Source: an optimization exercise on an open RTL-to-GDS flow (aim: small area, a short achievable clock period and few clock cycles per item). Production flows keep margins and buffers that such runs may drop. Power figures rest on the tool's default switching activity, not on a simulated workload.

job 9116:
Design speech_mouth_pixel_overlay, start of the top module:
module speech_mouth_pixel_overlay (
  input  logic        clk_i,
  input  logic        rst_ni,
  input  logic        in_valid_i,
  output logic        in_stall_o,
  input  logic [94:0] in_item_i,
  output logic        out_valid_o,
  input  logic        out_stall_i,
  output logic [19:0] out_item_o,
  input  logic        cfg_we_i,
  input  logic [2:0]  cfg_idx_i,
  input  logic [15:0] cfg_data_i
);
For scale: roughly 1600 cells after synthesis, ~140 I/O pins, roughly 0.014 mm² of cells after synthesis.
export LEC_CHECK = 0
export ABC_AREA = 1
export CAP_MARGIN = 20
export CORE_MARGIN = 2
export CORE_UTILIZATION = 40
export CTS_BUF_LIST = sky130_fd_sc_hd__clkbuf_4 sky130_fd_sc_hd__clkbuf_8
export SETUP_SLACK_MARGIN = 3.0
export SLEW_MARGIN = 20
create_clock -name core_clock -period 6.0 [get_ports {clk_i}]
standard.sh (not shown) runs the stock make flow with config.mk's settings and CLKGATE_MAP_FILE= SYNTH_SCRIPT=/design/flow/synth_recipe.tcl, a recipe that flattens the netlist after the stock synthesis.
==> flow/flow/run.sh <==
#!/bin/bash
# Layout flow: the standard flow, with the port buffers that placement
# inserts made sky130_fd_sc_hd__buf_1 cells instead of the default choice.
set -euo pipefail
bash standard.sh "BUFFER_PORTS_ARGS=-buffer_cell sky130_fd_sc_hd__buf_1" finish > standard.log 2>&1
Setup changes, job 9116 to job 1439
- a deleted CTS_BUF_LIST that had been sky130_fd_sc_hd__clkbuf_4 sky130_fd_sc_hd__clkbuf_8
[summary]
The first-pass GRT wire length of job 1439 was inferior to that of job 9116.
Compare job 1439 and job 9116 | met3 track demand over resource in global routing lower: job 1439
Re final cycle utilization of the critical path: job 1439 is 0.96 points down on job 9116.
Sequential share of layout area essentially unchanged between job 1439 and job 9116.
Per the comparison of job 1439 with job 9116, global router's overall resource usage level; via count -42.
In summary, job 1439 completed successfully, with a layout that passed the timing, design-rule and antenna checks.
Cell area after layout: job 9116 vs job 1439 — no meaningful difference
Number of clock-tree buffers in the layout (job 1439 vs. job 9116) decreases by more than half
Looking at part of the power in the clock network across job 1439 and job 9116, the one that comes out higher is job 9116.
Diff job 9116..job 1439 | number of standard-cell rows in the floorplan | unchanged
No functional check of the RTL was part of any run of this note.

* * *

The RTL this note starts from:
==> flow/design.v <==
module smpo_gap #(
  parameter logic [17:0] C = 18'd0
) (
  input  logic [47:0] now_i,
  input  logic [47:0] t_i,
  output logic        lt_o
);
  logic [18:0] u;
  logic        borrow, lt_u;
  logic [29:0] eqb, carry;
  logic        hi_up, hi_zero;
  assign u      = {1'b0, t_i[17:0]} + {1'b0, C};
  assign borrow = now_i[17:0] < t_i[17:0];
  assign lt_u   = now_i[17:0] < u[17:0];
  assign eqb    = ~(now_i[47:18] ^ t_i[47:18]);
  assign carry  = {now_i[46:18] | ~t_i[46:18], 1'b0};
  assign hi_up  = &(eqb[29:1] ~^ carry[29:1]);
  assign hi_zero = hi_up && (eqb[0] != borrow);
  assign lt_o   = hi_zero && (borrow ? (u[18] && lt_u) : (u[18] || lt_u));
endmodule
module speech_mouth_pixel_overlay (
  input  logic        clk_i,
  input  logic        rst_ni,
  input  logic        in_valid_i,
  output logic        in_stall_o,
  input  logic [94:0] in_item_i,
  output logic        out_valid_o,
  input  logic        out_stall_i,
  output logic [19:0] out_item_o,
  input  logic        cfg_we_i,
  input  logic [2:0]  cfg_idx_i,
  input  logic [15:0] cfg_data_i
);
  localparam logic [1:0] ACT_PIXEL  = 2'd0;
  localparam logic [1:0] ACT_LEVEL  = 2'd1;
  localparam logic [1:0] ACT_ACTIVE = 2'd2;
  localparam logic [1:0] ACT_FRAME  = 2'd3;
  function automatic sum_zero5;
    input [4:0] a;
    input [4:0] b;
    sum_zero5 = ((a ^ b) == {a[3:0] | b[3:0], 1'b0});
  endfunction
  function automatic sum_zero6;
    input [5:0] a;
    input [5:0] b;
    sum_zero6 = ((a ^ b) == {a[4:0] | b[4:0], 1'b0});
  endfunction
  logic [1:0]  act;
  logic [9:0]  px, py;
  logic [15:0] pin;
  logic [7:0]  level;
  logic        flag;
  logic [47:0] now;
  assign act   = in_item_i[94:93];
  assign px    = in_item_i[92:83];
  assign py    = in_item_i[82:73];
  assign pin   = in_item_i[72:57];
  assign level = in_item_i[56:49];
  assign flag  = in_item_i[48];
  assign now   = in_item_i[47:0];
  logic [9:0]  left_q, top_q, cx_q, cy_q;
  logic [10:0] right_q, bottom_q;
  logic [15:0] black_q, white_q;
  always_ff @(posedge clk_i or negedge rst_ni) begin
    if (!rst_ni) begin
      left_q   <= 10'd0;
      top_q    <= 10'd0;
      right_q  <= 11'd0;
      bottom_q <= 11'd0;
      cx_q     <= 10'd0;
      cy_q     <= 10'd0;
      black_q  <= 16'h0000;
      white_q  <= 16'hFFFF;
    end else if (cfg_we_i) begin
      case (cfg_idx_i)
        3'd0:    left_q   <= cfg_data_i[9:0];
        3'd1:    top_q    <= cfg_data_i[9:0];
        3'd2:    right_q  <= cfg_data_i[10:0];
        3'd3:    bottom_q <= cfg_data_i[10:0];
        3'd4:    cx_q     <= cfg_data_i[9:0];
        3'd5:    cy_q     <= cfg_data_i[9:0];
        3'd6:    black_q  <= cfg_data_i;
        default: white_q  <= cfg_data_i;
      endcase
    end
  end
  logic s1_valid_q, s1_hit_q;
  logic [15:0] s1_pix_q;
  logic adv, accept;
  assign adv        = !(s1_valid_q && out_stall_i);
  assign in_stall_o = !adv;
  assign accept     = in_valid_i && adv;
  logic        active_q;
  logic [2:0]  target_q, render_q;
  logic [47:0] voice_q, step_q;
  logic        voice_recent, step_recent;
  logic        level_nz;
  logic [2:0]  req;
  smpo_gap #(.C(18'd200000)) u_voice_gap (.now_i(now), .t_i(voice_q), .lt_o(voice_recent));
  smpo_gap #(.C(18'd40000))  u_step_gap  (.now_i(now), .t_i(step_q),  .lt_o(step_recent));
  assign level_nz = (level != 8'd0);
  assign req      = (level > 8'd4) ? 3'd4 : level[2:0];
  always_ff @(posedge clk_i or negedge rst_ni) begin
    if (!rst_ni) begin
      active_q <= 1'b0;
      target_q <= 3'd0;
      render_q <= 3'd0;
    end else if (accept) begin
      case (act)
        ACT_LEVEL: begin
          if (active_q) begin
            if (level_nz) begin
              target_q <= req;
            end else if (!voice_recent) begin
              target_q <= 3'd0;
            end
          end
        end
        ACT_ACTIVE: begin
          active_q <= flag;
          target_q <= 3'd0;
          render_q <= 3'd0;
        end
        ACT_FRAME: begin
          if (active_q && !step_recent) begin
            if (render_q < target_q) begin
              render_q <= render_q + 3'd1;
            end else if (render_q > target_q) begin
              render_q <= render_q - 3'd1;
            end
          end
        end
        default: begin
        end
      endcase
    end
  end
  always_ff @(posedge clk_i) begin
    if (accept && (act == ACT_ACTIVE || (act == ACT_LEVEL && active_q && level_nz))) begin
      voice_q <= now;
    end
    if (accept && (act == ACT_ACTIVE || (act == ACT_FRAME && active_q && !step_recent))) begin
      step_q <= now;
    end
  end
  logic        compose, in_rect, bright, erase, hit;
  logic        x_lt_left, x_lt_right, y_lt_top, y_lt_bottom;
  logic [6:0]  weight;
  logic        bx, x_eq, x_up, x_dn, dx_small;
  logic        by, y_eq, y_up, dy_small;
  logic [5:0]  dx;
  logic [3:0]  dy;
  logic [19:0] ga;
  logic [13:0] gy;
  logic [4:0]  on_pose;
  assign compose = active_q && (act == ACT_PIXEL);
  assign x_lt_left   = px < left_q;
  assign x_lt_right  = {1'b0, px} < right_q;
  assign y_lt_top    = py < top_q;
  assign y_lt_bottom = {1'b0, py} < bottom_q;
  assign in_rect = !x_lt_left && x_lt_right && !y_lt_top && y_lt_bottom;
  assign weight  = {2'b0, pin[15:11]} + {2'b0, pin[4:0]} + {2'b0, pin[10:6]};
  assign bright  = (weight >= 7'd10);
  assign erase   = compose && in_rect && bright;
  assign bx       = px[4:0] < cx_q[4:0];
  assign x_eq     = (px[9:5] == cx_q[9:5]);
  assign x_up     = sum_zero5(px[9:5], ~cx_q[9:5]) && !(&cx_q[9:5]);    
  assign x_dn     = sum_zero5(~px[9:5], cx_q[9:5]) && !(&px[9:5]);      
  assign dx_small = x_eq || (bx ? x_up : x_dn);
  assign dx       = px[5:0] - cx_q[5:0];
  assign by       = py[3:0] < cy_q[3:0];
  assign y_eq     = (py[9:4] == cy_q[9:4]);
  assign y_up     = sum_zero6(py[9:4], ~cy_q[9:4]) && !(&cy_q[9:4]);    
  assign dy_small = by ? y_up : y_eq;
  assign dy       = py[3:0] - cy_q[3:0];
  always_comb begin
    for (int m = 0; m < 20; m++) begin
      ga[m] = dx[5] ? ({1'b0, dx[4:0]} <= 6'(32 - m)) : ({1'b0, dx[4:0]} >= 6'(m));
    end
    for (int j = 0; j < 14; j++) begin
      gy[j] = ({1'b0, dy} >= 5'(j));
    end
  end
  assign on_pose[0] = (ga[0] & ~ga[8] & gy[2] & ~gy[4])
                     | (ga[8] & ~ga[10] & gy[1] & ~gy[3])
                     | (ga[10] & ~ga[11] & gy[0] & ~gy[2]);
  assign on_pose[1] = (ga[0] & ~ga[7] & gy[3] & ~gy[5])
                     | (ga[7] & ~ga[10] & gy[2] & ~gy[4])
                     | (ga[10] & ~ga[12] & gy[1] & ~gy[3])
                     | (ga[12] & ~ga[13] & gy[0] & ~gy[2]);
  assign on_pose[2] = (ga[0] & ~ga[7] & gy[5] & ~gy[8])
                     | (ga[7] & ~ga[9] & gy[4] & ~gy[7])
                     | (ga[9] & ~ga[11] & gy[3] & ~gy[6])
                     | (ga[11] & ~ga[13] & gy[2] & ~gy[5])
                     | (ga[13] & ~ga[14] & gy[1] & ~gy[4])
                     | (ga[14] & ~ga[15] & gy[0] & ~gy[3]);
  assign on_pose[3] = (ga[0] & ~ga[7] & gy[7] & ~gy[10])
                     | (ga[7] & ~ga[9] & gy[6] & ~gy[9])
                     | (ga[9] & ~ga[11] & gy[5] & ~gy[8])
                     | (ga[11] & ~ga[13] & gy[4] & ~gy[7])
                     | (ga[13] & ~ga[14] & gy[3] & ~gy[6])
                     | (ga[14] & ~ga[15] & gy[2] & ~gy[5])
                     | (ga[15] & ~ga[16] & gy[1] & ~gy[4])
                     | (ga[16] & ~ga[17] & gy[0] & ~gy[3]);
  assign on_pose[4] = (ga[0] & ~ga[6] & gy[9] & ~gy[13])
                     | (ga[6] & ~ga[9] & gy[8] & ~gy[12])
                     | (ga[9] & ~ga[11] & gy[7] & ~gy[11])
                     | (ga[11] & ~ga[12] & gy[6] & ~gy[10])
                     | (ga[12] & ~ga[14] & gy[5] & ~gy[9])
                     | (ga[14] & ~ga[15] & gy[4] & ~gy[8])
                     | (ga[15] & ~ga[16] & gy[3] & ~gy[7])
                     | (ga[16] & ~ga[17] & gy[2] & ~gy[6])
                     | (ga[17] & ~ga[18] & gy[1] & ~gy[5])
                     | (ga[18] & ~ga[19] & gy[0] & ~gy[4]);
  assign hit = compose && dx_small && dy_small && on_pose[(render_q > 3'd4) ? 3'd4 : render_q];
  always_ff @(posedge clk_i or negedge rst_ni) begin
    if (!rst_ni) begin
      s1_valid_q <= 1'b0;
    end else if (adv) begin
      s1_valid_q <= in_valid_i;
    end
  end
  always_ff @(posedge clk_i) begin
    if (adv) begin
      s1_hit_q <= hit;
      s1_pix_q <= erase ? black_q : pin;
    end
  end
  assign out_valid_o = s1_valid_q;
  assign out_item_o  = {s1_hit_q ? white_q : s1_pix_q, 1'b0, render_q};
endmodule
export LEC_CHECK = 0
export ABC_AREA = 1
export CAP_MARGIN = 20
export CORE_MARGIN = 2
export CORE_UTILIZATION = 40
export SETUP_SLACK_MARGIN = 2.8
export SLEW_MARGIN = 20
create_clock -name core_clock -period 6.0 [get_ports {clk_i}]
Scripts as last shown in full above: flow/flow/run.sh
Then changed:
==> flow/flow/run.sh (replaced) <==
#!/bin/bash
# Layout flow: the standard flow, with the port buffers that placement
# inserts made sky130_fd_sc_hd__buf_2 cells instead of the default choice.
set -euo pipefail
bash standard.sh "BUFFER_PORTS_ARGS=-buffer_cell sky130_fd_sc_hd__buf_2" finish > standard.log 2>&1
SETUP_SLACK_MARGIN = 3.0   (was 2.8)
The new run finished with timing, DRC and antenna clean; cell area climbs by 4.7%; die area is unchanged; synthesized cell count is unchanged.
No run of this note included a check of the RTL's function; only the layout flow was run.

## separate check: timing with driven ports
No port has a modelled driver above. Below, the same layouts with a new extraction and two added sets of constraints. Step 1 (the two cells are an assumption about what drives the block):
set clk [get_ports {clk_i}]
set_driving_cell -lib_cell sky130_fd_sc_hd__clkbuf_16 $clk
set_driving_cell -lib_cell sky130_fd_sc_hd__buf_2 [delete_from_list [all_inputs] $clk]
Step 2 times the ports against the registers' clock, not the clock port: input delays grow and output delays shrink by t, the midpoint of the rising clock arrivals with the driver on. Slacks: no drivers / after step 1 / after step 2; pairs: no drivers / after step 1.
| run | t, ns | slack for setup (ns) | latest minus earliest clock arrival (ns) |
|---|---|---|---|
| job 9116 | 0.633 | 2.825 / 2.825 / 2.245 | 0.016 / 0.016 |
| job 1439 | 0.580 | 2.883 / 2.895 / 2.315 | 0.011 / 0.012 |
| the first run of note 2 | 0.593 | 2.912 / 2.944 / 2.351 | 0.015 / 0.014 |
| the second run of note 2 | 0.585 | 2.904 / 2.932 / 2.349 | 0.023 / 0.023 |
After both steps every run listed still meets setup and hold. The setup slack of job 9116, which loses most, moves by 0.000 ns with the drivers and by -0.580 ns with both steps.
